Source: an optimization exercise on an open RTL-to-GDS flow (aim: small area). Production flows keep margins and buffers that such runs may drop. In this exercise RTL edits were held to simulation tests only and were not proved equivalent to the original. No activity file was given, so power comes from the tool's default toggle rates.

--- flow/flow/run.sh ---
#!/bin/bash
# layout flow: the standard synthesis, then its combinational logic re-mapped for area
# by ABC (registers untouched, best of sixteen seeds and choice settings), then the standard layout from
# floorplan to finish
set -euo pipefail
W=$(pwd)
R=$W/orfs/results/$FLOW_PLATFORM/game_top/base
bash standard.sh synth > $W/1_standard_synth.log 2>&1
cp $R/1_2_yosys.v $W/1_2_yosys_standard.v
YOSYS=$(command -v yosys || echo $FLOW_HOME/../tools/install/yosys/bin/yosys)
export POST_LIB=$FLOW_HOME/platforms/$FLOW_PLATFORM/lib/sky130_fd_sc_hd__tt_025C_1v80.lib
export POST_IN=$W/1_2_yosys_standard.v
export POST_DONT_USE="$(cat $W/flow/dont_use.txt)"
SEEDS="0 1 2 3 4 5 6 7 8 9 10 11 12 13 14 15"
DCH=("dch -f" "dch -f -x" "dch -f -W 12")
for batch in "0 1 2 3" "4 5 6 7" "8 9 10 11" "12 13 14 15"; do
  for s in $batch; do
    sed -e "s/SEED/$s/" -e "s/DCH/${DCH[$((s % 3))]}/" $W/flow/post.abc.in > $W/post_$s.abc
    POST_ABC=$W/post_$s.abc POST_OUT=$W/1_2_yosys_post_$s.v \
      $YOSYS -c $W/flow/post.tcl > $W/2_post_synth_$s.log 2>&1 &
  done
  wait
done
best=""; best_area=""
for s in $SEEDS; do
  a=$(grep "Chip area" $W/2_post_synth_$s.log | tail -1 | awk '{print $NF}')
  if [[ -n "$a" && -s $W/1_2_yosys_post_$s.v ]]; then
    if [[ -z "$best" ]] || awk -v a="$a" -v b="$best_area" 'BEGIN{exit !(a < b)}'; then
      best=$s; best_area=$a
    fi
  fi
done
echo "post synthesis: seed $best, area $best_area" > $W/2_post_choice.log
export POST_OUT=$W/1_2_yosys_post_$best.v
$YOSYS -c $W/flow/check.tcl > $W/2_post_check.log 2>&1
sleep 1
cp $POST_OUT $R/1_2_yosys.v
rm -f $R/1_synth.odb $R/1_synth.sdc
# every port still gets its buffer, the smallest buffer cell of the library
export BUFFER_PORTS_ARGS="-buffer_cell sky130_fd_sc_hd__buf_1"
# the clock tree without the dummy loads that only even out the loads of its leaves
export CTS_ARGS="-sink_clustering_enable -repair_clock_nets -root_buf sky130_fd_sc_hd__clkbuf_8 -buf_list sky130_fd_sc_hd__clkbuf_8 -sink_clustering_buffer sky130_fd_sc_hd__clkbuf_4 -sink_clustering_size 8 -sink_clustering_max_diameter 40 -dont_use_dummy_load"
bash standard.sh > $W/3_standard_finish.log 2>&1
--- flow/flow/check.tcl ---
# the re-mapped netlist must read back as cells of the library only
yosys read_liberty -lib $::env(POST_LIB)
yosys read_verilog $::env(POST_OUT)
yosys hierarchy -check -top $::env(FLOW_TOP)
yosys check -assert -mapped
yosys stat -liberty $::env(POST_LIB)
--- flow/flow/dont_use.txt ---
-dont_use sky130_fd_sc_hd__lpflow_bleeder_1 -dont_use sky130_fd_sc_hd__lpflow_clkbufkapwr_1 -dont_use sky130_fd_sc_hd__lpflow_clkbufkapwr_16 -dont_use sky130_fd_sc_hd__lpflow_clkbufkapwr_2 -dont_use sky130_fd_sc_hd__lpflow_clkbufkapwr_4 -dont_use sky130_fd_sc_hd__lpflow_clkbufkapwr_8 -dont_use sky130_fd_sc_hd__lpflow_clkinvkapwr_1 -dont_use sky130_fd_sc_hd__lpflow_clkinvkapwr_16 -dont_use sky130_fd_sc_hd__lpflow_clkinvkapwr_2 -dont_use sky130_fd_sc_hd__lpflow_clkinvkapwr_4 -dont_use sky130_fd_sc_hd__lpflow_clkinvkapwr_8 -dont_use sky130_fd_sc_hd__lpflow_decapkapwr_12 -dont_use sky130_fd_sc_hd__lpflow_decapkapwr_3 -dont_use sky130_fd_sc_hd__lpflow_decapkapwr_4 -dont_use sky130_fd_sc_hd__lpflow_decapkapwr_6 -dont_use sky130_fd_sc_hd__lpflow_decapkapwr_8 -dont_use sky130_fd_sc_hd__lpflow_inputiso0n_1 -dont_use sky130_fd_sc_hd__lpflow_inputiso0p_1 -dont_use sky130_fd_sc_hd__lpflow_inputiso1n_1 -dont_use sky130_fd_sc_hd__lpflow_inputiso1p_1 -dont_use sky130_fd_sc_hd__lpflow_inputisolatch_1 -dont_use sky130_fd_sc_hd__lpflow_isobufsrc_1 -dont_use sky130_fd_sc_hd__lpflow_isobufsrc_16 -dont_use sky130_fd_sc_hd__lpflow_isobufsrc_2 -dont_use sky130_fd_sc_hd__lpflow_isobufsrc_4 -dont_use sky130_fd_sc_hd__lpflow_isobufsrc_8 -dont_use sky130_fd_sc_hd__lpflow_isobufsrckapwr_16 -dont_use sky130_fd_sc_hd__lpflow_lsbuf_lh_hl_isowell_tap_1 -dont_use sky130_fd_sc_hd__lpflow_lsbuf_lh_hl_isowell_tap_2 -dont_use sky130_fd_sc_hd__lpflow_lsbuf_lh_hl_isowell_tap_4 -dont_use sky130_fd_sc_hd__lpflow_lsbuf_lh_isowell_4 -dont_use sky130_fd_sc_hd__lpflow_lsbuf_lh_isowell_tap_1 -dont_use sky130_fd_sc_hd__lpflow_lsbuf_lh_isowell_tap_2 -dont_use sky130_fd_sc_hd__lpflow_lsbuf_lh_isowell_tap_4 -dont_use sky130_fd_sc_hd__probe_p_8 -dont_use sky130_fd_sc_hd__probec_p_8 
--- flow/flow/post.abc.in ---
strash
&get -n
&st
&deepsyn -T 100 -S SEED
&put
DCH
amap -F 100 -A 100
topo
--- flow/flow/post.tcl ---
# re-map the combinational logic of the standard synthesis netlist for area
# registers and tie cells stay as they are, with their instance and net names
set lib $::env(POST_LIB)
yosys read_liberty -ignore_miss_func $lib
yosys blackbox *__df* *__edf* *__sdf* *__dl* *__conb_1
yosys read_verilog $::env(POST_IN)
yosys hierarchy -top $::env(FLOW_TOP)
yosys flatten
# the wires flatten named after cell pins give way to the netlist's own names
yosys rename -hide w:_*
yosys opt_clean -purge
yosys stat -liberty $lib
yosys abc -script $::env(POST_ABC) -liberty $lib {*}$::env(POST_DONT_USE)
yosys hilomap -singleton -hicell sky130_fd_sc_hd__conb_1 HI -locell sky130_fd_sc_hd__conb_1 LO
yosys opt_clean -purge
yosys stat -liberty $lib

yosys write_verilog -noattr -nohex -nodec $::env(POST_OUT)
--- flow/standard.sh ---
#!/bin/bash
# synth_recipe.tcl (not shown) runs the flow's synth.tcl, then flattens the netlist and writes it again
# the make line also repeats each setting of config.mk as NAME=value (left out here)
make -C /OpenROAD-flow-scripts/flow DESIGN_CONFIG=/design/flow/config.mk WORK_HOME=/design/flow/orfs CLKGATE_MAP_FILE= SYNTH_SCRIPT=/design/flow/synth_recipe.tcl "${@:-finish}"
--- flow/config.mk ---
export PLATFORM = sky130hd
export DESIGN_NAME = game_top
export DESIGN_NICKNAME = game_top
export VERILOG_FILES = /design/flow/design.v
export SDC_FILE = /design/flow/constraint.sdc
export NUM_CORES = 4
export LEC_CHECK = 0
export CAP_MARGIN = 0
export CORE_MARGIN = 2
export CORE_UTILIZATION = 40
export CTS_BUF_LIST = sky130_fd_sc_hd__clkbuf_8
export GPL_TIMING_DRIVEN = 0
export SLEW_MARGIN = 0
--- flow/constraint.sdc ---
create_clock -name core_clock -period 10.0 [get_ports {clk}]
set_input_delay 2.0000 -clock core_clock [delete_from_list [all_inputs] [get_ports {clk}]]
set_output_delay 2.0000 -clock core_clock [all_outputs]
set_load 0.01 [all_outputs]
--- flow/design.v ---
typedef logic [9:0] coord_t;
typedef logic signed [6:0] vel_t;
typedef logic [11:0] rgb_t;
typedef logic [4-1:0] coin_mask_t;
localparam int NUM_MAPS = 2;
localparam logic [NUM_MAPS*6*10-1:0] PLAT_XS = {
    10'd250, 10'd250, 10'd430, 10'd540, 10'd400, 10'd600,
    10'd400, 10'(143), 10'd350, 10'd600, 10'd250, 10'd500
};
localparam logic [NUM_MAPS*6*10-1:0] PLAT_XE = {
    10'd300, 10'd400, 10'd470, 10'd700, 10'd540, 10'd640,
    10'd500, 10'd200, 10'd450, 10'd640, 10'd290, 10'd540
};
localparam logic [NUM_MAPS*6*10-1:0] PLAT_Y = {
    10'd300, 10'd200, 10'd200, 10'd240, 10'd340, 10'd400,
    10'd250, 10'd250, 10'd350, 10'd400, 10'd300, 10'd400
};
localparam logic [NUM_MAPS*4*10-1:0] COIN_XT = {
    10'd240, 10'd430, 10'd280, 10'd620,
    10'd360, 10'd600, 10'd250, 10'd400
};
localparam logic [NUM_MAPS*4*10-1:0] COIN_YT = {
    10'd444, 10'd184, 10'd284, 10'd384,
    10'd444, 10'd384, 10'd284, 10'd184
};
function automatic coord_t plat_xs(input logic map, input int i);
    plat_xs = map ? PLAT_XS[(6 + i) * 10 +: 10] : PLAT_XS[i * 10 +: 10];
endfunction
function automatic coord_t plat_xe(input logic map, input int i);
    plat_xe = map ? PLAT_XE[(6 + i) * 10 +: 10] : PLAT_XE[i * 10 +: 10];
endfunction
function automatic coord_t plat_y(input logic map, input int i);
    plat_y = map ? PLAT_Y[(6 + i) * 10 +: 10] : PLAT_Y[i * 10 +: 10];
endfunction
function automatic coord_t coin_x(input logic map, input int i);
    coin_x = map ? COIN_XT[(4 + i) * 10 +: 10] : COIN_XT[i * 10 +: 10];
endfunction
function automatic coord_t coin_y(input logic map, input int i);
    coin_y = map ? COIN_YT[(4 + i) * 10 +: 10] : COIN_YT[i * 10 +: 10];
endfunction
function automatic logic spans_x(input coord_t xs, input coord_t xe, input coord_t x);
    spans_x = ((x + 32 > xs) && (x + 32 < xe)) ||
           ((x > xs) && (x < xe));
endfunction
function automatic logic hero_hits_side(input logic map, input coord_t x, input coord_t y);
    logic hit;
    hit = 1'b0;
    for (int i = 0; i < 6; i++) begin
        if (spans_x(plat_xs(map, i), plat_xe(map, i), x) &&
            (y + 32 > plat_y(map, i)) &&
            (y < plat_y(map, i) + 24)) begin
            hit = 1'b1;
        end
    end
    hero_hits_side = hit;
endfunction
function automatic logic hero_hits_head(input logic map, input coord_t x, input coord_t y);
    logic hit;
    hit = 1'b0;
    for (int i = 0; i < 6; i++) begin
        if (spans_x(plat_xs(map, i), plat_xe(map, i), x) &&
            (y <= plat_y(map, i) + 24) &&
            (y > plat_y(map, i))) begin
            hit = 1'b1;
        end
    end
    hero_hits_head = hit;
endfunction
function automatic logic hero_on_platform(input logic map, input coord_t x, input coord_t y);
    logic hit;
    hit = 1'b0;
    for (int i = 0; i < 6; i++) begin
        if (spans_x(plat_xs(map, i), plat_xe(map, i), x) &&
            (y + 32 >= plat_y(map, i)) &&
            (y + 32 <= plat_y(map, i) + 20)) begin
            hit = 1'b1;
        end
    end
    hero_on_platform = hit;
endfunction
function automatic coord_t platform_top_under(input logic map, input coord_t x,
                                              input coord_t y);
    coord_t top;
    top = coord_t'(460);
    for (int i = 0; i < 6; i++) begin
        if (spans_x(plat_xs(map, i), plat_xe(map, i), x) &&
            (y + 32 >= plat_y(map, i)) &&
            (y + 32 <= plat_y(map, i) + 20)) begin
            top = plat_y(map, i);
        end
    end
    platform_top_under = top;
endfunction
function automatic logic hero_touches_coin(input logic map, input int idx, input coord_t x,
                                           input coord_t y);
    hero_touches_coin = !((x + 32 <= coin_x(map, idx)) ||
             (x >= coin_x(map, idx) + 16) ||
             (y + 32 <= coin_y(map, idx)) ||
             (y >= coin_y(map, idx) + 16));
endfunction
function automatic logic ge_const(input coord_t v, input int c);
    logic r;
    coord_t k;
    if (c <= 0) begin
        r = 1'b1;
    end else if (c > 1023) begin
        r = 1'b0;
    end else begin
        k = coord_t'(c);
        r = 1'b1;
        for (int b = 0; b < 10; b++) begin
            r = k[b] ? (v[b] & r) : (v[b] | r);
        end
    end
    ge_const = r;
endfunction
function automatic logic le_const(input coord_t v, input int c);
    logic r;
    coord_t k;
    if (c >= 1023) begin
        r = 1'b1;
    end else if (c < 0) begin
        r = 1'b0;
    end else begin
        k = coord_t'(c);
        r = 1'b1;
        for (int b = 0; b < 10; b++) begin
            r = k[b] ? (!v[b] | r) : (!v[b] & r);
        end
    end
    le_const = r;
endfunction
function automatic logic in_rng(input coord_t v, input int lo, input int hi);
    in_rng = ge_const(v, lo) && le_const(v, hi);
endfunction
function automatic logic in_rng_lim(input coord_t v, input int lo, input int hi,
                                    input int vmin, input int vmax);
    in_rng_lim = ((lo <= vmin) || ge_const(v, lo)) && ((hi >= vmax) || le_const(v, hi));
endfunction
`default_nettype none
module hero_motion
#(
    parameter int STEP_DIV = 500000
) (
    input  logic    clk,
    input  logic    rst,
    input  logic    btn_left,
    input  logic    btn_right,
    input  logic    btn_jump,
    input  logic    map_sel,
    output logic [9:0] hero_x,
    output logic [9:0] hero_y,
    output logic    step,
    output logic    cnt_wrap
);
typedef logic [9:0] coord_t;
typedef logic signed [6:0] vel_t;
typedef logic [11:0] rgb_t;
typedef logic [4-1:0] coin_mask_t;
localparam int NUM_MAPS = 2;
localparam logic [NUM_MAPS*6*10-1:0] PLAT_XS = {
    10'd250, 10'd250, 10'd430, 10'd540, 10'd400, 10'd600,
    10'd400, 10'(143), 10'd350, 10'd600, 10'd250, 10'd500
};
localparam logic [NUM_MAPS*6*10-1:0] PLAT_XE = {
    10'd300, 10'd400, 10'd470, 10'd700, 10'd540, 10'd640,
    10'd500, 10'd200, 10'd450, 10'd640, 10'd290, 10'd540
};
localparam logic [NUM_MAPS*6*10-1:0] PLAT_Y = {
    10'd300, 10'd200, 10'd200, 10'd240, 10'd340, 10'd400,
    10'd250, 10'd250, 10'd350, 10'd400, 10'd300, 10'd400
};
localparam logic [NUM_MAPS*4*10-1:0] COIN_XT = {
    10'd240, 10'd430, 10'd280, 10'd620,
    10'd360, 10'd600, 10'd250, 10'd400
};
localparam logic [NUM_MAPS*4*10-1:0] COIN_YT = {
    10'd444, 10'd184, 10'd284, 10'd384,
    10'd444, 10'd384, 10'd284, 10'd184
};
function automatic coord_t plat_xs(input logic map, input int i);
    plat_xs = map ? PLAT_XS[(6 + i) * 10 +: 10] : PLAT_XS[i * 10 +: 10];
endfunction
function automatic coord_t plat_xe(input logic map, input int i);
    plat_xe = map ? PLAT_XE[(6 + i) * 10 +: 10] : PLAT_XE[i * 10 +: 10];
endfunction
function automatic coord_t plat_y(input logic map, input int i);
    plat_y = map ? PLAT_Y[(6 + i) * 10 +: 10] : PLAT_Y[i * 10 +: 10];
endfunction
function automatic coord_t coin_x(input logic map, input int i);
    coin_x = map ? COIN_XT[(4 + i) * 10 +: 10] : COIN_XT[i * 10 +: 10];
endfunction
function automatic coord_t coin_y(input logic map, input int i);
    coin_y = map ? COIN_YT[(4 + i) * 10 +: 10] : COIN_YT[i * 10 +: 10];
endfunction
function automatic logic spans_x(input coord_t xs, input coord_t xe, input coord_t x);
    spans_x = ((x + 32 > xs) && (x + 32 < xe)) ||
           ((x > xs) && (x < xe));
endfunction
function automatic logic hero_hits_side(input logic map, input coord_t x, input coord_t y);
    logic hit;
    hit = 1'b0;
    for (int i = 0; i < 6; i++) begin
        if (spans_x(plat_xs(map, i), plat_xe(map, i), x) &&
            (y + 32 > plat_y(map, i)) &&
            (y < plat_y(map, i) + 24)) begin
            hit = 1'b1;
        end
    end
    hero_hits_side = hit;
endfunction
function automatic logic hero_hits_head(input logic map, input coord_t x, input coord_t y);
    logic hit;
    hit = 1'b0;
    for (int i = 0; i < 6; i++) begin
        if (spans_x(plat_xs(map, i), plat_xe(map, i), x) &&
            (y <= plat_y(map, i) + 24) &&
            (y > plat_y(map, i))) begin
            hit = 1'b1;
        end
    end
    hero_hits_head = hit;
endfunction
function automatic logic hero_on_platform(input logic map, input coord_t x, input coord_t y);
    logic hit;
    hit = 1'b0;
    for (int i = 0; i < 6; i++) begin
        if (spans_x(plat_xs(map, i), plat_xe(map, i), x) &&
            (y + 32 >= plat_y(map, i)) &&
            (y + 32 <= plat_y(map, i) + 20)) begin
            hit = 1'b1;
        end
    end
    hero_on_platform = hit;
endfunction
function automatic coord_t platform_top_under(input logic map, input coord_t x,
                                              input coord_t y);
    coord_t top;
    top = coord_t'(460);
    for (int i = 0; i < 6; i++) begin
        if (spans_x(plat_xs(map, i), plat_xe(map, i), x) &&
            (y + 32 >= plat_y(map, i)) &&
            (y + 32 <= plat_y(map, i) + 20)) begin
            top = plat_y(map, i);
        end
    end
    platform_top_under = top;
endfunction
function automatic logic hero_touches_coin(input logic map, input int idx, input coord_t x,
                                           input coord_t y);
    hero_touches_coin = !((x + 32 <= coin_x(map, idx)) ||
             (x >= coin_x(map, idx) + 16) ||
             (y + 32 <= coin_y(map, idx)) ||
             (y >= coin_y(map, idx) + 16));
endfunction
function automatic logic ge_const(input coord_t v, input int c);
    logic r;
    coord_t k;
    if (c <= 0) begin
        r = 1'b1;
    end else if (c > 1023) begin
        r = 1'b0;
    end else begin
        k = coord_t'(c);
        r = 1'b1;
        for (int b = 0; b < 10; b++) begin
            r = k[b] ? (v[b] & r) : (v[b] | r);
        end
    end
    ge_const = r;
endfunction
function automatic logic le_const(input coord_t v, input int c);
    logic r;
    coord_t k;
    if (c >= 1023) begin
        r = 1'b1;
    end else if (c < 0) begin
        r = 1'b0;
    end else begin
        k = coord_t'(c);
        r = 1'b1;
        for (int b = 0; b < 10; b++) begin
            r = k[b] ? (!v[b] | r) : (!v[b] & r);
        end
    end
    le_const = r;
endfunction
function automatic logic in_rng(input coord_t v, input int lo, input int hi);
    in_rng = ge_const(v, lo) && le_const(v, hi);
endfunction
function automatic logic in_rng_lim(input coord_t v, input int lo, input int hi,
                                    input int vmin, input int vmax);
    in_rng_lim = ((lo <= vmin) || ge_const(v, lo)) && ((hi >= vmax) || le_const(v, hi));
endfunction
    localparam int CNT_W = 6;
    localparam coord_t REST_Y = coord_t'(460 - 32);
    typedef logic signed [5:0] spd_t;
    logic [CNT_W-1:0] step_cnt;
    logic             rising;
    logic [8:0] y9;
    spd_t   speed;
    logic   jumping;
    logic   on_ground;
    logic   supported;
    logic   head_hit;
    coord_t land_y;
    function automatic logic span_at(input logic m, input int i, input coord_t x);
        span_at = in_rng_lim(x, int'(plat_xs(m, i)) - 31, int'(plat_xe(m, i)) - 1,
                             143 - 1, 734 - 32 + 1);
    endfunction
    function automatic logic hit_m(input logic m, input coord_t x, input coord_t lo_y,
                                   input coord_t hi_y);
        logic hit;
        hit = 1'b0;
        for (int i = 0; i < 6; i++) begin
            if (span_at(m, i, x) && ge_const(lo_y, int'(plat_y(m, i))) &&
                le_const(hi_y, int'(plat_y(m, i)))) begin
                hit = 1'b1;
            end
        end
        hit_m = hit;
    endfunction
    function automatic coord_t land_m(input logic m, input coord_t y);
        coord_t top;
        if (ge_const(y, 416)) begin
            top = REST_Y;
        end else if (ge_const(y, 352)) begin
            top = 10'd368;
        end else if (ge_const(y, 304)) begin
            top = m ? 10'd308 : 10'd318;
        end else if (ge_const(y, 256)) begin
            top = 10'd268;
        end else if (m && !ge_const(y, 192)) begin
            top = 10'd168;
        end else begin
            top = m ? 10'd208 : 10'd218;
        end
        land_m = top;
    endfunction
    assign step     = step_cnt[5] && step_cnt[4] && step_cnt[1];
    assign cnt_wrap = step_cnt[5] && step_cnt[4] && step_cnt[0];
    always_ff @(posedge clk or posedge rst) begin
        if (rst) begin
            step_cnt <= '0;
        end else if (step) begin
            step_cnt <= CNT_W'(1);
        end else begin
            step_cnt <= step_cnt + 1'b1;
        end
    end
    assign hero_y      = {1'b0, y9};
    assign on_ground   = ge_const(hero_y, REST_Y);
    assign land_y      = map_sel ? land_m(1'b1, hero_y) : land_m(1'b0, hero_y);
    coord_t x_next;
    coord_t probe;
    coord_t lo_y;
    coord_t hi_y;
    logic   block;
    logic [NUM_MAPS-1:0] hit;
    logic [NUM_MAPS-1:0] vert_q;
    assign x_next = btn_left ? hero_x - 1'b1 : hero_x + 1'b1;
    assign probe  = step ? x_next : hero_x;
    always_comb begin
        if (cnt_wrap && rising) begin
            lo_y = hero_y - 10'd1;
            hi_y = hero_y - 10'd24;
        end else if (cnt_wrap) begin
            lo_y = hero_y + 10'd32;
            hi_y = hero_y + 10'd12;
        end else begin
            lo_y = hero_y + 10'd31;
            hi_y = hero_y - 10'd23;
        end
    end
    assign hit = {hit_m(1'b1, probe, lo_y, hi_y), hit_m(1'b0, probe, lo_y, hi_y)};
    always_ff @(posedge clk) begin
        if (cnt_wrap) begin
            vert_q <= hit;
        end
    end
    assign rising    = jumping && (speed < 0);
    assign supported = on_ground || vert_q[map_sel];
    assign head_hit  = vert_q[map_sel];
    assign block  = !in_rng(x_next, 143, 734 - 32) || hit[map_sel];
    always_ff @(posedge clk or posedge rst) begin
        if (rst) begin
            hero_x  <= coord_t'(300);
            y9      <= REST_Y[8:0];
            jumping <= 1'b0;
        end else if (step) begin
            if ((btn_left || btn_right) && !block) begin
                hero_x <= x_next;
            end
            if (jumping) begin
                if (!(speed < 0 && head_hit)) begin
                    if (speed > 0 && supported) begin
                        jumping <= 1'b0;
                        y9      <= land_y[8:0];
                    end else begin
                        y9      <= y9 + {{3{speed[5]}}, speed};
                    end
                end
            end else if (!supported || btn_jump) begin
                jumping <= 1'b1;
            end
        end
    end
    always_ff @(posedge clk) begin
        if (step) begin
            if (jumping) begin
                if (speed < 0 && head_hit) begin
                    speed <= '0;
                end else begin
                    speed <= speed + spd_t'(1);
                end
            end else if (!supported) begin
                speed <= spd_t'(1);
            end else begin
                speed <= spd_t'(-15);
            end
        end
    end
endmodule
`default_nettype wire
`default_nettype none
module coin_tracker
(
    input  logic        clk,
    input  logic        rst,
    input  logic        map_sel,
    input  logic [9:0] hero_x,
    input  logic [9:0] hero_y,
    input  logic        step,
    output logic [4-1:0] coin_mask,
    output logic [15:0] score
);
typedef logic [9:0] coord_t;
typedef logic signed [6:0] vel_t;
typedef logic [11:0] rgb_t;
typedef logic [4-1:0] coin_mask_t;
localparam int NUM_MAPS = 2;
localparam logic [NUM_MAPS*6*10-1:0] PLAT_XS = {
    10'd250, 10'd250, 10'd430, 10'd540, 10'd400, 10'd600,
    10'd400, 10'(143), 10'd350, 10'd600, 10'd250, 10'd500
};
localparam logic [NUM_MAPS*6*10-1:0] PLAT_XE = {
    10'd300, 10'd400, 10'd470, 10'd700, 10'd540, 10'd640,
    10'd500, 10'd200, 10'd450, 10'd640, 10'd290, 10'd540
};
localparam logic [NUM_MAPS*6*10-1:0] PLAT_Y = {
    10'd300, 10'd200, 10'd200, 10'd240, 10'd340, 10'd400,
    10'd250, 10'd250, 10'd350, 10'd400, 10'd300, 10'd400
};
localparam logic [NUM_MAPS*4*10-1:0] COIN_XT = {
    10'd240, 10'd430, 10'd280, 10'd620,
    10'd360, 10'd600, 10'd250, 10'd400
};
localparam logic [NUM_MAPS*4*10-1:0] COIN_YT = {
    10'd444, 10'd184, 10'd284, 10'd384,
    10'd444, 10'd384, 10'd284, 10'd184
};
function automatic coord_t plat_xs(input logic map, input int i);
    plat_xs = map ? PLAT_XS[(6 + i) * 10 +: 10] : PLAT_XS[i * 10 +: 10];
endfunction
function automatic coord_t plat_xe(input logic map, input int i);
    plat_xe = map ? PLAT_XE[(6 + i) * 10 +: 10] : PLAT_XE[i * 10 +: 10];
endfunction
function automatic coord_t plat_y(input logic map, input int i);
    plat_y = map ? PLAT_Y[(6 + i) * 10 +: 10] : PLAT_Y[i * 10 +: 10];
endfunction
function automatic coord_t coin_x(input logic map, input int i);
    coin_x = map ? COIN_XT[(4 + i) * 10 +: 10] : COIN_XT[i * 10 +: 10];
endfunction
function automatic coord_t coin_y(input logic map, input int i);
    coin_y = map ? COIN_YT[(4 + i) * 10 +: 10] : COIN_YT[i * 10 +: 10];
endfunction
function automatic logic spans_x(input coord_t xs, input coord_t xe, input coord_t x);
    spans_x = ((x + 32 > xs) && (x + 32 < xe)) ||
           ((x > xs) && (x < xe));
endfunction
function automatic logic hero_hits_side(input logic map, input coord_t x, input coord_t y);
    logic hit;
    hit = 1'b0;
    for (int i = 0; i < 6; i++) begin
        if (spans_x(plat_xs(map, i), plat_xe(map, i), x) &&
            (y + 32 > plat_y(map, i)) &&
            (y < plat_y(map, i) + 24)) begin
            hit = 1'b1;
        end
    end
    hero_hits_side = hit;
endfunction
function automatic logic hero_hits_head(input logic map, input coord_t x, input coord_t y);
    logic hit;
    hit = 1'b0;
    for (int i = 0; i < 6; i++) begin
        if (spans_x(plat_xs(map, i), plat_xe(map, i), x) &&
            (y <= plat_y(map, i) + 24) &&
            (y > plat_y(map, i))) begin
            hit = 1'b1;
        end
    end
    hero_hits_head = hit;
endfunction
function automatic logic hero_on_platform(input logic map, input coord_t x, input coord_t y);
    logic hit;
    hit = 1'b0;
    for (int i = 0; i < 6; i++) begin
        if (spans_x(plat_xs(map, i), plat_xe(map, i), x) &&
            (y + 32 >= plat_y(map, i)) &&
            (y + 32 <= plat_y(map, i) + 20)) begin
            hit = 1'b1;
        end
    end
    hero_on_platform = hit;
endfunction
function automatic coord_t platform_top_under(input logic map, input coord_t x,
                                              input coord_t y);
    coord_t top;
    top = coord_t'(460);
    for (int i = 0; i < 6; i++) begin
        if (spans_x(plat_xs(map, i), plat_xe(map, i), x) &&
            (y + 32 >= plat_y(map, i)) &&
            (y + 32 <= plat_y(map, i) + 20)) begin
            top = plat_y(map, i);
        end
    end
    platform_top_under = top;
endfunction
function automatic logic hero_touches_coin(input logic map, input int idx, input coord_t x,
                                           input coord_t y);
    hero_touches_coin = !((x + 32 <= coin_x(map, idx)) ||
             (x >= coin_x(map, idx) + 16) ||
             (y + 32 <= coin_y(map, idx)) ||
             (y >= coin_y(map, idx) + 16));
endfunction
function automatic logic ge_const(input coord_t v, input int c);
    logic r;
    coord_t k;
    if (c <= 0) begin
        r = 1'b1;
    end else if (c > 1023) begin
        r = 1'b0;
    end else begin
        k = coord_t'(c);
        r = 1'b1;
        for (int b = 0; b < 10; b++) begin
            r = k[b] ? (v[b] & r) : (v[b] | r);
        end
    end
    ge_const = r;
endfunction
function automatic logic le_const(input coord_t v, input int c);
    logic r;
    coord_t k;
    if (c >= 1023) begin
        r = 1'b1;
    end else if (c < 0) begin
        r = 1'b0;
    end else begin
        k = coord_t'(c);
        r = 1'b1;
        for (int b = 0; b < 10; b++) begin
            r = k[b] ? (!v[b] | r) : (!v[b] & r);
        end
    end
    le_const = r;
endfunction
function automatic logic in_rng(input coord_t v, input int lo, input int hi);
    in_rng = ge_const(v, lo) && le_const(v, hi);
endfunction
function automatic logic in_rng_lim(input coord_t v, input int lo, input int hi,
                                    input int vmin, input int vmax);
    in_rng_lim = ((lo <= vmin) || ge_const(v, lo)) && ((hi >= vmax) || le_const(v, hi));
endfunction
    logic [NUM_MAPS-1:0][4-1:0] collected;
    coin_mask_t                          cur_mask;
    coin_mask_t                          touch;
    coin_mask_t                          take;
    logic [3:0]                          count;
    function automatic coin_mask_t touch_m(input logic m, input coord_t x, input coord_t y);
        for (int i = 0; i < 4; i++) begin
            touch_m[i] = in_rng(x, int'(coin_x(m, i)) - 32 + 1,
                                int'(coin_x(m, i)) + 16 - 1) &&
                         in_rng_lim(y, int'(coin_y(m, i)) - 32 + 1,
                                    int'(coin_y(m, i)) + 16 - 1, 48, 454);
        end
    endfunction
    assign cur_mask  = collected[map_sel];
    assign coin_mask = cur_mask;
    assign touch = map_sel ? touch_m(1'b1, hero_x, hero_y) : touch_m(1'b0, hero_x, hero_y);
    assign take  = touch & ~cur_mask;
    always_ff @(posedge clk or posedge rst) begin
        if (rst) begin
            collected <= '0;
            count     <= '0;
        end else if (step && (take != '0)) begin
            collected[map_sel] <= cur_mask | take;
            count <= count + 4'd1;
        end
    end
    assign score = {12'd0, count};
endmodule
`default_nettype wire
`default_nettype none
module scene_render
#(
    parameter int SHIMMER_DIV = 10000000
) (
    input  logic    clk,
    input  logic    rst,
    input  logic    cnt_wrap,
    input  logic    bright,
    input  logic [9:0] h_count,
    input  logic [9:0] v_count,
    input  logic       map_sel,
    input  logic [9:0] hero_x,
    input  logic [9:0] hero_y,
    input  logic [4-1:0] coin_mask,
    output logic [11:0] rgb
);
typedef logic [9:0] coord_t;
typedef logic signed [6:0] vel_t;
typedef logic [11:0] rgb_t;
typedef logic [4-1:0] coin_mask_t;
localparam int NUM_MAPS = 2;
localparam logic [NUM_MAPS*6*10-1:0] PLAT_XS = {
    10'd250, 10'd250, 10'd430, 10'd540, 10'd400, 10'd600,
    10'd400, 10'(143), 10'd350, 10'd600, 10'd250, 10'd500
};
localparam logic [NUM_MAPS*6*10-1:0] PLAT_XE = {
    10'd300, 10'd400, 10'd470, 10'd700, 10'd540, 10'd640,
    10'd500, 10'd200, 10'd450, 10'd640, 10'd290, 10'd540
};
localparam logic [NUM_MAPS*6*10-1:0] PLAT_Y = {
    10'd300, 10'd200, 10'd200, 10'd240, 10'd340, 10'd400,
    10'd250, 10'd250, 10'd350, 10'd400, 10'd300, 10'd400
};
localparam logic [NUM_MAPS*4*10-1:0] COIN_XT = {
    10'd240, 10'd430, 10'd280, 10'd620,
    10'd360, 10'd600, 10'd250, 10'd400
};
localparam logic [NUM_MAPS*4*10-1:0] COIN_YT = {
    10'd444, 10'd184, 10'd284, 10'd384,
    10'd444, 10'd384, 10'd284, 10'd184
};
function automatic coord_t plat_xs(input logic map, input int i);
    plat_xs = map ? PLAT_XS[(6 + i) * 10 +: 10] : PLAT_XS[i * 10 +: 10];
endfunction
function automatic coord_t plat_xe(input logic map, input int i);
    plat_xe = map ? PLAT_XE[(6 + i) * 10 +: 10] : PLAT_XE[i * 10 +: 10];
endfunction
function automatic coord_t plat_y(input logic map, input int i);
    plat_y = map ? PLAT_Y[(6 + i) * 10 +: 10] : PLAT_Y[i * 10 +: 10];
endfunction
function automatic coord_t coin_x(input logic map, input int i);
    coin_x = map ? COIN_XT[(4 + i) * 10 +: 10] : COIN_XT[i * 10 +: 10];
endfunction
function automatic coord_t coin_y(input logic map, input int i);
    coin_y = map ? COIN_YT[(4 + i) * 10 +: 10] : COIN_YT[i * 10 +: 10];
endfunction
function automatic logic spans_x(input coord_t xs, input coord_t xe, input coord_t x);
    spans_x = ((x + 32 > xs) && (x + 32 < xe)) ||
           ((x > xs) && (x < xe));
endfunction
function automatic logic hero_hits_side(input logic map, input coord_t x, input coord_t y);
    logic hit;
    hit = 1'b0;
    for (int i = 0; i < 6; i++) begin
        if (spans_x(plat_xs(map, i), plat_xe(map, i), x) &&
            (y + 32 > plat_y(map, i)) &&
            (y < plat_y(map, i) + 24)) begin
            hit = 1'b1;
        end
    end
    hero_hits_side = hit;
endfunction
function automatic logic hero_hits_head(input logic map, input coord_t x, input coord_t y);
    logic hit;
    hit = 1'b0;
    for (int i = 0; i < 6; i++) begin
        if (spans_x(plat_xs(map, i), plat_xe(map, i), x) &&
            (y <= plat_y(map, i) + 24) &&
            (y > plat_y(map, i))) begin
            hit = 1'b1;
        end
    end
    hero_hits_head = hit;
endfunction
function automatic logic hero_on_platform(input logic map, input coord_t x, input coord_t y);
    logic hit;
    hit = 1'b0;
    for (int i = 0; i < 6; i++) begin
        if (spans_x(plat_xs(map, i), plat_xe(map, i), x) &&
            (y + 32 >= plat_y(map, i)) &&
            (y + 32 <= plat_y(map, i) + 20)) begin
            hit = 1'b1;
        end
    end
    hero_on_platform = hit;
endfunction
function automatic coord_t platform_top_under(input logic map, input coord_t x,
                                              input coord_t y);
    coord_t top;
    top = coord_t'(460);
    for (int i = 0; i < 6; i++) begin
        if (spans_x(plat_xs(map, i), plat_xe(map, i), x) &&
            (y + 32 >= plat_y(map, i)) &&
            (y + 32 <= plat_y(map, i) + 20)) begin
            top = plat_y(map, i);
        end
    end
    platform_top_under = top;
endfunction
function automatic logic hero_touches_coin(input logic map, input int idx, input coord_t x,
                                           input coord_t y);
    hero_touches_coin = !((x + 32 <= coin_x(map, idx)) ||
             (x >= coin_x(map, idx) + 16) ||
             (y + 32 <= coin_y(map, idx)) ||
             (y >= coin_y(map, idx) + 16));
endfunction
function automatic logic ge_const(input coord_t v, input int c);
    logic r;
    coord_t k;
    if (c <= 0) begin
        r = 1'b1;
    end else if (c > 1023) begin
        r = 1'b0;
    end else begin
        k = coord_t'(c);
        r = 1'b1;
        for (int b = 0; b < 10; b++) begin
            r = k[b] ? (v[b] & r) : (v[b] | r);
        end
    end
    ge_const = r;
endfunction
function automatic logic le_const(input coord_t v, input int c);
    logic r;
    coord_t k;
    if (c >= 1023) begin
        r = 1'b1;
    end else if (c < 0) begin
        r = 1'b0;
    end else begin
        k = coord_t'(c);
        r = 1'b1;
        for (int b = 0; b < 10; b++) begin
            r = k[b] ? (!v[b] | r) : (!v[b] & r);
        end
    end
    le_const = r;
endfunction
function automatic logic in_rng(input coord_t v, input int lo, input int hi);
    in_rng = ge_const(v, lo) && le_const(v, hi);
endfunction
function automatic logic in_rng_lim(input coord_t v, input int lo, input int hi,
                                    input int vmin, input int vmax);
    in_rng_lim = ((lo <= vmin) || ge_const(v, lo)) && ((hi >= vmax) || le_const(v, hi));
endfunction
    typedef enum logic [2:0] {
        PIX_BLANK    = 3'd0,
        PIX_SKY      = 3'd5,
        PIX_GROUND   = 3'd2,
        PIX_PLATFORM = 3'd6,
        PIX_COIN     = 3'd7,
        PIX_HERO     = 3'd4
    } pix_class_t;
    localparam int SHIM_N = SHIMMER_DIV / 50;
    localparam int SHIM_W = $clog2(SHIM_N);
    logic [SHIM_W-1:0] shim_cnt;
    logic [1:0]        shim_frame;
    logic       hero_px;
    logic       ground_px;
    logic       platform_px;
    logic       coin_px;
    pix_class_t pix_class;
    pix_class_t class_q;
    rgb_t       colour;
    always_ff @(posedge clk or posedge rst) begin
        if (rst) begin
            shim_cnt   <= '0;
            shim_frame <= '0;
        end else if (cnt_wrap && shim_cnt == SHIM_W'(SHIM_N - 1)) begin
            shim_cnt   <= '0;
            shim_frame <= (shim_frame == 2'd2) ? 2'd0 : shim_frame + 2'd1;
        end else if (cnt_wrap) begin
            shim_cnt <= shim_cnt + 1'b1;
        end
    end
    function automatic logic plat_px_m(input logic m, input coord_t h, input coord_t v);
        logic hit;
        hit = 1'b0;
        for (int i = 0; i < 6; i++) begin
            if (in_rng(h, int'(plat_xs(m, i)), int'(plat_xe(m, i)) - 1) &&
                in_rng(v, int'(plat_y(m, i)), int'(plat_y(m, i)) + 24 - 1)) begin
                hit = 1'b1;
            end
        end
        plat_px_m = hit;
    endfunction
    function automatic logic coin_px_m(input logic m, input coin_mask_t mask,
                                       input coord_t h, input coord_t v);
        logic hit;
        hit = 1'b0;
        for (int i = 0; i < 4; i++) begin
            if (!mask[i] &&
                in_rng(h, int'(coin_x(m, i)), int'(coin_x(m, i)) + 16 - 1) &&
                in_rng(v, int'(coin_y(m, i)), int'(coin_y(m, i)) + 16 - 1)) begin
                hit = 1'b1;
            end
        end
        coin_px_m = hit;
    endfunction
    logic [10:0] hero_dh;
    logic [10:0] hero_dv;
    assign hero_dh = {1'b0, h_count} - {1'b0, hero_x};
    assign hero_dv = {1'b0, v_count} - {1'b0, hero_y};
    assign hero_px = (hero_dh[10:5] == '0) && (hero_dv[10:5] == '0);
    assign ground_px = in_rng(v_count, 460, 516);
    assign platform_px = map_sel ? plat_px_m(1'b1, h_count, v_count) :
                                   plat_px_m(1'b0, h_count, v_count);
    assign coin_px     = map_sel ? coin_px_m(1'b1, coin_mask, h_count, v_count) :
                                   coin_px_m(1'b0, coin_mask, h_count, v_count);
    always_comb begin
        if (!bright)          pix_class = PIX_BLANK;
        else if (hero_px)     pix_class = PIX_HERO;
        else if (ground_px)   pix_class = PIX_GROUND;
        else if (platform_px) pix_class = PIX_PLATFORM;
        else if (coin_px)     pix_class = PIX_COIN;
        else                  pix_class = PIX_SKY;
    end
    always_comb begin
        case (class_q)
            PIX_SKY:      colour = 12'h7AF;
            PIX_GROUND:   colour = 12'h952;
            PIX_PLATFORM: colour = 12'hC73;
            PIX_HERO:     colour = 12'hE11;
            PIX_COIN: begin
                case (shim_frame)
                    2'd0:    colour = 12'hA80;
                    2'd1:    colour = 12'hDB1;
                    default: colour = 12'hFF7;
                endcase
            end
            default:      colour = '0;
        endcase
    end
    always_ff @(posedge clk or posedge rst) begin
        if (rst) begin
            class_q <= PIX_BLANK;
            rgb     <= '0;
        end else begin
            class_q <= pix_class;
            rgb     <= colour;
        end
    end
endmodule
`default_nettype wire
`default_nettype none
module game_top
#(
    parameter int STEP_DIV    = 50,
    parameter int SHIMMER_DIV = 1500
) (
    input  logic        clk,
    input  logic        rst,
    input  logic        bright,
    input  logic        btn_left,
    input  logic        btn_right,
    input  logic        btn_jump,
    input  logic        map_sel,
    input  logic [9:0] h_count,
    input  logic [9:0] v_count,
    output logic [11:0] rgb,
    output logic [15:0] score
);
typedef logic [9:0] coord_t;
typedef logic signed [6:0] vel_t;
typedef logic [11:0] rgb_t;
typedef logic [4-1:0] coin_mask_t;
localparam int NUM_MAPS = 2;
localparam logic [NUM_MAPS*6*10-1:0] PLAT_XS = {
    10'd250, 10'd250, 10'd430, 10'd540, 10'd400, 10'd600,
    10'd400, 10'(143), 10'd350, 10'd600, 10'd250, 10'd500
};
localparam logic [NUM_MAPS*6*10-1:0] PLAT_XE = {
    10'd300, 10'd400, 10'd470, 10'd700, 10'd540, 10'd640,
    10'd500, 10'd200, 10'd450, 10'd640, 10'd290, 10'd540
};
localparam logic [NUM_MAPS*6*10-1:0] PLAT_Y = {
    10'd300, 10'd200, 10'd200, 10'd240, 10'd340, 10'd400,
    10'd250, 10'd250, 10'd350, 10'd400, 10'd300, 10'd400
};
localparam logic [NUM_MAPS*4*10-1:0] COIN_XT = {
    10'd240, 10'd430, 10'd280, 10'd620,
    10'd360, 10'd600, 10'd250, 10'd400
};
localparam logic [NUM_MAPS*4*10-1:0] COIN_YT = {
    10'd444, 10'd184, 10'd284, 10'd384,
    10'd444, 10'd384, 10'd284, 10'd184
};
function automatic coord_t plat_xs(input logic map, input int i);
    plat_xs = map ? PLAT_XS[(6 + i) * 10 +: 10] : PLAT_XS[i * 10 +: 10];
endfunction
function automatic coord_t plat_xe(input logic map, input int i);
    plat_xe = map ? PLAT_XE[(6 + i) * 10 +: 10] : PLAT_XE[i * 10 +: 10];
endfunction
function automatic coord_t plat_y(input logic map, input int i);
    plat_y = map ? PLAT_Y[(6 + i) * 10 +: 10] : PLAT_Y[i * 10 +: 10];
endfunction
function automatic coord_t coin_x(input logic map, input int i);
    coin_x = map ? COIN_XT[(4 + i) * 10 +: 10] : COIN_XT[i * 10 +: 10];
endfunction
function automatic coord_t coin_y(input logic map, input int i);
    coin_y = map ? COIN_YT[(4 + i) * 10 +: 10] : COIN_YT[i * 10 +: 10];
endfunction
function automatic logic spans_x(input coord_t xs, input coord_t xe, input coord_t x);
    spans_x = ((x + 32 > xs) && (x + 32 < xe)) ||
           ((x > xs) && (x < xe));
endfunction
function automatic logic hero_hits_side(input logic map, input coord_t x, input coord_t y);
    logic hit;
    hit = 1'b0;
    for (int i = 0; i < 6; i++) begin
        if (spans_x(plat_xs(map, i), plat_xe(map, i), x) &&
            (y + 32 > plat_y(map, i)) &&
            (y < plat_y(map, i) + 24)) begin
            hit = 1'b1;
        end
    end
    hero_hits_side = hit;
endfunction
function automatic logic hero_hits_head(input logic map, input coord_t x, input coord_t y);
    logic hit;
    hit = 1'b0;
    for (int i = 0; i < 6; i++) begin
        if (spans_x(plat_xs(map, i), plat_xe(map, i), x) &&
            (y <= plat_y(map, i) + 24) &&
            (y > plat_y(map, i))) begin
            hit = 1'b1;
        end
    end
    hero_hits_head = hit;
endfunction
function automatic logic hero_on_platform(input logic map, input coord_t x, input coord_t y);
    logic hit;
    hit = 1'b0;
    for (int i = 0; i < 6; i++) begin
        if (spans_x(plat_xs(map, i), plat_xe(map, i), x) &&
            (y + 32 >= plat_y(map, i)) &&
            (y + 32 <= plat_y(map, i) + 20)) begin
            hit = 1'b1;
        end
    end
    hero_on_platform = hit;
endfunction
function automatic coord_t platform_top_under(input logic map, input coord_t x,
                                              input coord_t y);
    coord_t top;
    top = coord_t'(460);
    for (int i = 0; i < 6; i++) begin
        if (spans_x(plat_xs(map, i), plat_xe(map, i), x) &&
            (y + 32 >= plat_y(map, i)) &&
            (y + 32 <= plat_y(map, i) + 20)) begin
            top = plat_y(map, i);
        end
    end
    platform_top_under = top;
endfunction
function automatic logic hero_touches_coin(input logic map, input int idx, input coord_t x,
                                           input coord_t y);
    hero_touches_coin = !((x + 32 <= coin_x(map, idx)) ||
             (x >= coin_x(map, idx) + 16) ||
             (y + 32 <= coin_y(map, idx)) ||
             (y >= coin_y(map, idx) + 16));
endfunction
function automatic logic ge_const(input coord_t v, input int c);
    logic r;
    coord_t k;
    if (c <= 0) begin
        r = 1'b1;
    end else if (c > 1023) begin
        r = 1'b0;
    end else begin
        k = coord_t'(c);
        r = 1'b1;
        for (int b = 0; b < 10; b++) begin
            r = k[b] ? (v[b] & r) : (v[b] | r);
        end
    end
    ge_const = r;
endfunction
function automatic logic le_const(input coord_t v, input int c);
    logic r;
    coord_t k;
    if (c >= 1023) begin
        r = 1'b1;
    end else if (c < 0) begin
        r = 1'b0;
    end else begin
        k = coord_t'(c);
        r = 1'b1;
        for (int b = 0; b < 10; b++) begin
            r = k[b] ? (!v[b] | r) : (!v[b] & r);
        end
    end
    le_const = r;
endfunction
function automatic logic in_rng(input coord_t v, input int lo, input int hi);
    in_rng = ge_const(v, lo) && le_const(v, hi);
endfunction
function automatic logic in_rng_lim(input coord_t v, input int lo, input int hi,
                                    input int vmin, input int vmax);
    in_rng_lim = ((lo <= vmin) || ge_const(v, lo)) && ((hi >= vmax) || le_const(v, hi));
endfunction
    coord_t     hero_x;
    coord_t     hero_y;
    coin_mask_t coin_mask;
    logic       step;
    logic       cnt_wrap;
    hero_motion #(
        .STEP_DIV (STEP_DIV)
    ) u_hero_motion (
        .clk       (clk),
        .rst       (rst),
        .btn_left  (btn_left),
        .btn_right (btn_right),
        .btn_jump  (btn_jump),
        .map_sel   (map_sel),
        .hero_x    (hero_x),
        .hero_y    (hero_y),
        .step      (step),
        .cnt_wrap  (cnt_wrap)
    );
    coin_tracker u_coin_tracker (
        .clk       (clk),
        .rst       (rst),
        .map_sel   (map_sel),
        .hero_x    (hero_x),
        .hero_y    (hero_y),
        .step      (step),
        .coin_mask (coin_mask),
        .score     (score)
    );
    scene_render #(
        .SHIMMER_DIV (SHIMMER_DIV)
    ) u_scene_render (
        .clk       (clk),
        .rst       (rst),
        .cnt_wrap  (cnt_wrap),
        .bright    (bright),
        .h_count   (h_count),
        .v_count   (v_count),
        .map_sel   (map_sel),
        .hero_x    (hero_x),
        .hero_y    (hero_y),
        .coin_mask (coin_mask),
        .rgb       (rgb)
    );
endmodule
`default_nettype wire
==> results.cfg <==
[global_route]
antenna_found_initial = 0
overflow = 0
gr-usage-all-layers = 0.259
grt_pass1_wl_um = 26900
grt_max_degree = 43
grt_pass1_vias = 5368

[critical_path]
endpoint_kind = flip-flop
cpMostUsedCell = clkinv_1
crit_start = btn_left
worst_ep_arrival_time_ns = 7.20
r2r_start = u_hero_motion.step_cnt[4]$_DFF_PP0_
cp-start-kind = primary input
crit_path_top_delay_cell = a221oi_1
cp_data_required_time_ns = 10.22
worstSetupPathType = in2reg
worstPathMaxFanout = 6
cpPeakStageDelay_ns = 0.71

[detailed_routing]
wl_met2_um = 7620
wl_per_cell_um = 18.1
antenna_left = 0
vias = 5638
route.final.wire_length_um = 16600
met1Wirelength_um = 7330
top_layer_used = met4
drt_iter0_drc = 555
drt-pass1-iter-count = 6
viasPerCell = 6.12
drc = 0
wl_met3_um = 1170

[finish]
drive_gt1_frac = 0.0292
area_growth_pct = 11.5
antenna_cells = 0
layout.nets = 782
fillers = 1254

[power]
ir_drop_uv = 53.1
power_leakage_uw = 0.00193
power.density_nw_per_um2 = 97.7
finalPower_uw = 539

[cts]
clk-insertion-delay-late_ns = 0.38
clkTransAtPathRegs_ns = 0.06
cts_hold_buf = 0
htree_levels = 3
cts_buffers = 9
numClockSinks = 67
clockRootBuffer = clkbuf_8
clk_path_buf_depth = 2
cts_tree = done
post-cts-setup-buffers = 0
cts_resized = 0

[floorplanning]
io-pin-count = 55
core_area_sq_um = 12100
die_area_sq_um = 13300
die_w_um = 115
placementRows = 40
start_util = 0.410
die_y_um = 115

[sta]
relSlewSlack = 0.360
tns_ns = 0
fin_skew_ns = 0.0298
setup_viol = 0
hold_ws_ns = 0.472
clock.fmax_mhz = 143
period_share = 0.698
timing.final.crit_period_ns = 6.98
finalHoldViolCount = 0
worst_slack_ns = 3.02
worst_pin_slew_ns = 0.953
slew_viol_final = 0
rsz0062_at_grt = false

[place]
place_ws_ns = 2.87
dp_hpwl_um = 12800
io_buffers = 42
gp_congestion = 0.925

[status]
status = timing/DRC/antenna clean

[min_path]
worstHoldPathType = reg2reg

[logic_synthesis]
avgSynthCellArea_sq_um = 7.18
ys_warn_count = 3
syn_inst = 689
syn_area_sq_um = 4940

[job]
drv_cap = 0
## critical path: cells and delay by family
kind                   cells  cell delay, ns
AO/OA/AOI/OAI             12            2.82
buffers and inverters      6            1.07
AND/OR/NAND/NOR            7            1.33
## power breakdown
part	total (uW)	switching, uW	internal, uW
logic	73.6	52.8	20.8
clock network	179	98.8	80.2
registers	286	4.45	282
total	539	156	383
## placed cells by master, fill, tap and decap left out, types with 5 or more instances in the layout
cell,instances
nor2_1,122
clkinv_1,97
o21ai_0,70
dfrtp_1,50
a21oi_1,50
nand2_1,45
buf_1,42
o22ai_1,39
nor3_1,37
a31oi_1,20
nand3_1,15
conb_1,12
nor4_1,11
o21a_1,10
o211ai_1,9
clkbuf_8,9
dfstp_2,9
o221ai_1,8
edfxtp_1,8
o32ai_1,7
a22oi_1,7
nand4_1,6
o2111ai_1,5
nor2b_1,5
or2_0,5
## area by class of cell
type                    instances  area [sq um]  share of cell area
clock buffers                   9           124              0.0225
inverters                      98           369              0.0669
multi-input cells             535          2900               0.525
flip-flops and latches         67          1730               0.313
well taps                     168           210              0.0381
repair buffers                 44           189              0.0343
## metal layers
layer	GRT usage	vias up
met5	0	-
met2	0.416	291
met4	0.109	0
met3	0.0438	53
met1	0.344	2582
li1	-	2712
## stage by stage
step | utilization | std cells | cell area (sq um)
final | 0.457 | 921 | 5520
after detailed placement | 0.447 | 912 | 5390
after global placement | 0.444 | 910 | 5350
after floorplan | - | 700 | 4990
after global routing | 0.457 | 921 | 5520
after CTS | 0.457 | 921 | 5520
## path summary, 6_finish.rpt
check	endpoint	slack [ns]	cells past startpoint
worst max-delay path	u_hero_motion.hero_x[7]$_DFFE_PP0P_	3.02	25
worst min-delay path	flip-flop	0.47	1
worst max register to register	u_hero_motion.hero_x[7]$_DFFE_PP0P_	3.14	25
worst min register to register	flip-flop	0.47	1
max in group asynchronous	u_hero_motion.hero_x[3]$_DFFE_PP1P_	7.85	3
min in group asynchronous	u_scene_render.shim_frame[0]$_DFFE_PP0P_	1.54	2

[port drivers added, routing unchanged]
The results above use ideal ports. As a check the final layout listed here was re-extracted and re-timed, cells and wires unchanged.
Step 1: set_driving_cell puts a clkbuf_16 on clk and a buf_2 on each other input, an assumption about the parent block.
Step 2, shift: input delay + t, output delay - t, t = (earliest + latest rising clock arrival at the registers) / 2. This alone moves slack from input paths to output paths.
a / b / c = ideal ports / drivers / drivers and shift; a / b = the first two.
shift t [ns]: 0.396
setup slack, ns: 3.023 / 3.029 / 2.633
hold slack, ns: 0.472 / 0.472 / 0.472
After both steps this run still meets setup and hold. For this run, drivers alone change the setup slack by +0.006 ns; drivers and shift together by -0.390 ns.
